What follows belongs to an exercise in optimizing a design on an open flow for small area; a production flow would make more cautious choices.
At most, simulation tests tie the RTL to the original design; equivalence was not proved.
Power figures rest on the tool's default switching activity, not on a simulated workload.

// tunnel_wall_gen
module tunnel_wall_gen (
    input  logic       clock,
    input  logic       rst,
    input  logic [9:0] Pixel_row,
    input  logic [9:0] Pixel_column,
    input  logic       run,
    input  logic [1:0] speed,
    input  logic [7:0] randomized_value,
    output logic [1:0] wall,
    output logic [7:0] probe_left,
    output logic [7:0] probe_right,
    output logic       ready
);
==> flow/config.mk <==
export PLATFORM = sky130hd
export DESIGN_NAME = tunnel_wall_gen
export DESIGN_NICKNAME = tunnel_wall_gen
export VERILOG_FILES = /design/flow/design.v
export SDC_FILE = /design/flow/constraint.sdc
export NUM_CORES = 4
export LEC_CHECK = 0
export CAP_MARGIN = 20
export CORE_MARGIN = 2
export CORE_UTILIZATION = 60
export SLEW_MARGIN = 20
==> flow/constraint.sdc <==
create_clock -name core_clock -period 8.0 [get_ports {clock}]
set_input_delay 1.6000 -clock core_clock [delete_from_list [all_inputs] [get_ports {clock}]]
set_output_delay 1.6000 -clock core_clock [all_outputs]
set_load 0.01 [all_outputs]
run.sh (not shown) runs the stock make flow with config.mk's settings and CLKGATE_MAP_FILE= SYNTH_SCRIPT=/design/flow/synth_recipe.tcl, a recipe that flattens the netlist after the stock synthesis.
Next try:
--- a/flow/config.mk
+++ b/flow/config.mk
@@ -8,4 +8,5 @@
 export CAP_MARGIN = 20
 export CORE_MARGIN = 2
-export CORE_UTILIZATION = 60
+export CORE_UTILIZATION = 40
+export CTS_BUF_LIST = sky130_fd_sc_hd__clkbuf_4
 export SLEW_MARGIN = 20
Total power shrinks by 4.1%.
Wire length increases by 3.9%.
Register-to-register slack gains 0.22 ns.
Sequential power barely changes.
Via count is higher by about 3%.
No run of this note included a check of the RTL's function; only the layout flow was run.

---

Setup of run A:
Another version of the RTL of tunnel_wall_gen (not shown whole).
Size: roughly 1700 cells after synthesis, ~380 flip-flops.
==> flow/config.mk <==
export PLATFORM = sky130hd
export DESIGN_NAME = tunnel_wall_gen
export DESIGN_NICKNAME = tunnel_wall_gen
export VERILOG_FILES = /design/flow/design.v
export SDC_FILE = /design/flow/constraint.sdc
export NUM_CORES = 4
export LEC_CHECK = 0
export CAP_MARGIN = 20
export CORE_MARGIN = 2
export CORE_UTILIZATION = 40
export SLEW_MARGIN = 20
==> flow/constraint.sdc <==
create_clock -name core_clock -period 8.0 [get_ports {clock}]
set_input_delay 1.6000 -clock core_clock [delete_from_list [all_inputs] [get_ports {clock}]]
set_output_delay 1.6000 -clock core_clock [all_outputs]
set_load 0.01 [all_outputs]
The inputs of run B differ from those of run A as listed below.
# run A
export LEC_CHECK = 0
export CAP_MARGIN = 20
export CORE_MARGIN = 2
export CORE_UTILIZATION = 40
export SLEW_MARGIN = 20
create_clock -name core_clock -period 8.0 [get_ports {clock}]
# run B
export LEC_CHECK = 0
export ABC_AREA = 1
export CAP_MARGIN = 20
export CORE_MARGIN = 2
export CORE_UTILIZATION = 40
export SLEW_MARGIN = 20
create_clock -name core_clock -period 8.0 [get_ports {clock}]
Summary of run B over run A: fraction of standard cell area that is sequential held, global-route wire length before repair moved up, tightest slew margin relative to the limit increased 18 points.
Against run A, run B comes in 0.31 lower on via-per-instance ratio.
Relative to run A, worst-case setup margin in the final layout has increased by 0.20 ns in run B.
Run B against run A: share of cell area taken by multi-input logic gates now smaller, area after synthesis now larger, met2 layer wire length in the routed design now larger.
Function was not checked in any run of this note: the RTL went through the layout flow alone.

---

tunnel_wall_gen, a different RTL version from the one above (not shown whole).
Size in the first run: roughly 2100 cells after synthesis, ~17000 sq um of cells after synthesis.
==> flow/config.mk <==
export PLATFORM = sky130hd
export DESIGN_NAME = tunnel_wall_gen
export DESIGN_NICKNAME = tunnel_wall_gen
export VERILOG_FILES = /design/flow/design.v
export SDC_FILE = /design/flow/constraint.sdc
export NUM_CORES = 4
export LEC_CHECK = 0
export ABC_AREA = 1
export CAP_MARGIN = 20
export CORE_MARGIN = 2
export CORE_UTILIZATION = 40
export CTS_BUF_LIST = sky130_fd_sc_hd__clkbuf_8
export CTS_CLUSTER_DIAMETER = 60
export CTS_CLUSTER_SIZE = 16
export GPL_TIMING_DRIVEN = 0
export SLEW_MARGIN = 20
==> flow/constraint.sdc <==
create_clock -name core_clock -period 8.0 [get_ports {clock}]
set_input_delay 1.6000 -clock core_clock [delete_from_list [all_inputs] [get_ports {clock}]]
set_output_delay 1.6000 -clock core_clock [all_outputs]
set_load 0.01 [all_outputs]
standard.sh (not shown) runs the stock make flow with config.mk's settings and CLKGATE_MAP_FILE= SYNTH_SCRIPT=/design/flow/synth_recipe.tcl, a recipe that flattens the netlist after the stock synthesis.
==> flow/flow/run.sh <==
#!/bin/bash
# The standard layout, with the port buffers made of the smallest buffer
# cell (sky130_fd_sc_hd__buf_1) instead of the delay buffer that
# buffer_ports picks by default. Everything else is standard.sh unchanged.
set -euo pipefail
export BUFFER_PORTS_ARGS="-buffer_cell sky130_fd_sc_hd__buf_1"
bash standard.sh > flow_standard.log 2>&1
==> next run, changes <==
Settings changed: ABC_AREA 1 to unset, CORE_UTILIZATION 40 to 50, CTS_CLUSTER_DIAMETER 60 to 50, CTS_CLUSTER_SIZE 16 to 18.
After rerunning: Count of clock-buffer cells in the layout is higher by 8; via count falls by 20%; worst setup slack loses 0.63 ns; critical path depth went down by 10; sequential cell count is unchanged; routed wire length came out lower by 19%; sequential share of layout area climbs by 1.8 points; utilization is higher by 12 points; maximum frequency came out lower by 9.7%; power shrinks by 2.2%.
==> next run, changes <==
Settings changed: CORE_UTILIZATION 50 to 60, CTS_CLUSTER_DIAMETER 50 to 60, CTS_CLUSTER_SIZE 18 to 16.
After rerunning: Non-clock buffer count stays the same. Count of clock-buffer cells in the layout falls by 10. Via count shrinks by 0.64%. Design area falls by 2.0%. Worst hold slack gets better by 0.0045 ns. Worst setup slack gains 0.017 ns. Area after synthesis stays the same. Clock power fell by 23%. Die area shrinks by 16%. Maximum frequency barely changes.
==> next run, changes <==
Settings changed: CORE_UTILIZATION 60 to 40.
What happened:
- The new run ran to the end with no violations
- clock skew goes up by 0.013 ns
- total power goes up by 5.5%
- worst setup slack barely changes
- sequential power hardly moves
- maximum frequency barely changes
- design area goes up by 2.4%
- sequential share of layout area goes down by 0.97 points
==> next run, changes <==
Settings changed: CORE_UTILIZATION 40 to 80.
The changed run completed with no timing, DRC or antenna violations.
Worst hold slack got worse by 0.012 ns.
Clock skew stays flat.
Routed wire length climbs by 3.8%.
Critical path depth does not change.
No run of this note included a check of the RTL's function; only the layout flow was run.

---

Another version of the RTL of tunnel_wall_gen (not shown whole).
For scale: roughly 1600 cells after synthesis, about 350 flip-flops, ~52 I/O pins, ~16000 µm² of cells after synthesis.
export LEC_CHECK = 0
export CAP_MARGIN = 20
export CORE_MARGIN = 2
export CORE_UTILIZATION = 60
export CTS_BUF_LIST = sky130_fd_sc_hd__clkbuf_8
export CTS_CLUSTER_DIAMETER = 60
export CTS_CLUSTER_SIZE = 16
export GPL_TIMING_DRIVEN = 0
export SLEW_MARGIN = 20
create_clock -name core_clock -period 8.0 [get_ports {clock}]
Scripts as last shown in full above: flow/flow/run.sh
Then changed:
- CAP_MARGIN: 20 -> 0
- SLEW_MARGIN: 20 -> 0
The changed run completed without violations.
Worst setup slack got worse by 0.057 ns.
Wire length stays flat.
Final cell count barely changes.
Maximum frequency falls by 0.84%.
Non-clock buffer count rises by 1.
Sequential cell count stays the same.
Then changed:
- CAP_MARGIN: 0 -> 5
- SLEW_MARGIN: 0 -> 5
Outcome: Maximum frequency climbs by 0.99%. Cell count barely changes. Non-clock buffer count stays the same. Sequential share of layout area is about the same.
Then changed:
- CAP_MARGIN: 5 -> 20
- CTS_BUF_LIST: sky130_fd_sc_hd__clkbuf_8 -> sky130_fd_sc_hd__clkbuf_4 sky130_fd_sc_hd__clkbuf_8
- SLEW_MARGIN: 5 -> 20
Sequential share of layout area stays flat.
Worst setup slack is better by 0.025 ns.
Die area is unchanged.
Global-route usage rose by 0.13 points.

---

P:
Another version of the RTL of tunnel_wall_gen (not shown whole).
Size in the first run: roughly 350 flip-flops, roughly 52 I/O pins, about 16000 um2 of cells after synthesis.
export LEC_CHECK = 0
export CAP_MARGIN = 20
export CORE_MARGIN = 2
export CORE_UTILIZATION = 40
export CTS_BUF_LIST = sky130_fd_sc_hd__clkbuf_8
export CTS_CLUSTER_DIAMETER = 60
export CTS_CLUSTER_SIZE = 16
export GPL_TIMING_DRIVEN = 0
export SLEW_MARGIN = 20
create_clock -name core_clock -period 8.0 [get_ports {clock}]
run.sh (not shown) runs the stock make flow with config.mk's settings and CLKGATE_MAP_FILE= SYNTH_SCRIPT=/design/flow/synth_recipe.tcl, a recipe that flattens the netlist after the stock synthesis.
Stock flow here: none of the scripts above is used.
Here is what was changed in the inputs of Q compared with P.
==> flow/flow/run.sh (new file) <==
#!/bin/bash
# The standard layout, with the port buffers made of the smallest buffer
# cell (sky130_fd_sc_hd__buf_1) instead of the delay buffer that
# buffer_ports picks by default. Everything else is standard.sh unchanged.
set -euo pipefail
export BUFFER_PORTS_ARGS="-buffer_cell sky130_fd_sc_hd__buf_1"
bash standard.sh > flow_standard.log 2>&1
==> flow/standard.sh (new file) <==
#!/bin/bash
# synth_recipe.tcl (not shown) runs the flow's synth.tcl, then flattens the netlist and writes it again
# the make line also repeats each setting of config.mk as NAME=value (left out here)
make -C /OpenROAD-flow-scripts/flow DESIGN_CONFIG=/design/flow/config.mk WORK_HOME=/design/flow/orfs CLKGATE_MAP_FILE= SYNTH_SCRIPT=/design/flow/synth_recipe.tcl "${@:-finish}"
removed: flow/run.sh
==> run notes <==
Q was carried through to the last stage, and its layout satisfied the timing, DRC and antenna checks. P → Q: worst setup margin went down, time the final worst path needs with I/O delays and setup picked up an extra 0.059 ns. Worst slack on hold paths came out lower on Q than on P. Non-clock buffer count in Q is 2 lower than in P. Comparing P and Q, the lower global-route wire length before repair was measured on Q. Design area down about 1.5% in Q wrt P. Looking at total number of cells along the worst setup path, Q sits 9.1% above P.
### Q -> R
Settings: a deleted GPL_TIMING_DRIVEN that had been 0.
==> flow/run.sh (new file) <==
#!/bin/bash
# synth_recipe.tcl (not shown) runs the flow's synth.tcl, then flattens the netlist and writes it again
# the make line also repeats each setting of config.mk as NAME=value (left out here)
make -C /OpenROAD-flow-scripts/flow DESIGN_CONFIG=/design/flow/config.mk WORK_HOME=/design/flow/orfs CLKGATE_MAP_FILE= SYNTH_SCRIPT=/design/flow/synth_recipe.tcl finish
removed: flow/flow/run.sh
removed: flow/standard.sh
==> run notes <==
| non-clock buffer total of the final layout | R vs Q | 30 higher |. Sort R and Q by maximum frequency desc -> top: R. On first-pass GRT wire length: between R and Q, it ends up lower for R. Relative to Q, worst hold margin increased by 0.024 ns in R.

[what the ideal ports hide]
No port has a modelled driver above. Below, the same layouts with a new extraction and two added sets of constraints.
Step 1 (the two cells are an assumption about what drives the block):
set clk [get_ports {clock}]
set_driving_cell -lib_cell sky130_fd_sc_hd__clkbuf_16 $clk
set_driving_cell -lib_cell sky130_fd_sc_hd__buf_2 [delete_from_list [all_inputs] $clk]
Step 2 adds t to the input delays and takes it off the output delays; t is the mean of the earliest and latest rising clock arrival at the registers after step 1. Input paths then give back, and output paths get back, about the clock's delay inside the block.
a / b / c = ideal / step 1 / step 2; a / b = the first two.
| run | t, ns | setup slack, ns | worst setup path at the end | pins driven straight from the clock port |
|---|---|---|---|---|
| the first run of note 1 | 0.568 | 0.343 / 0.364 / -0.203 | input to register | 1 |
| the second run of note 1 | 0.829 | 0.695 / 0.713 / -0.116 | input to register | 1 |
| run A | 0.585 | 0.292 / 0.320 / -0.265 | input to register | 1 |
| run B | 0.587 | 0.493 / 0.523 / -0.064 | input to register | 1 |
| the first run of note 3 | 0.683 | 2.119 / 2.111 / 1.428 | input to register | 1 |
| the second run of note 3 | 0.623 | 1.487 / 1.512 / 0.889 | input to register | 1 |
| the third run of note 3 | 0.643 | 1.504 / 1.523 / 0.880 | input to register | 1 |
| the fourth run of note 3 | 0.629 | 1.503 / 1.529 / 0.901 | input to register | 1 |
| the fifth run of note 3 | 0.637 | 1.493 / 1.513 / 0.876 | input to register | 1 |
| the first run of note 4 | 0.651 | 1.254 / 1.254 / 0.680 | input to register | 1 |
| the second run of note 4 | 0.648 | 1.197 / 1.197 / 0.694 | input to register | 1 |
| the third run of note 4 | 0.641 | 1.264 / 1.264 / 0.674 | input to register | 1 |
| the fourth run of note 4 | 0.651 | 1.288 / 1.288 / 0.690 | input to register | 1 |
| P | 0.637 | 0.281 / 0.295 / -0.342 | input to register | 1 |
| Q | 0.673 | 0.222 / 0.249 / -0.424 | input to register | 1 |
| R | 0.661 | 0.369 / 0.385 / -0.275 | input to register | 1 |
Met with ideal ports but missed after step 2: setup timing in 7 of these runs. For the second run of note 1, which loses most, drivers alone change the setup slack by +0.018 ns; drivers and shift together by -0.811 ns.
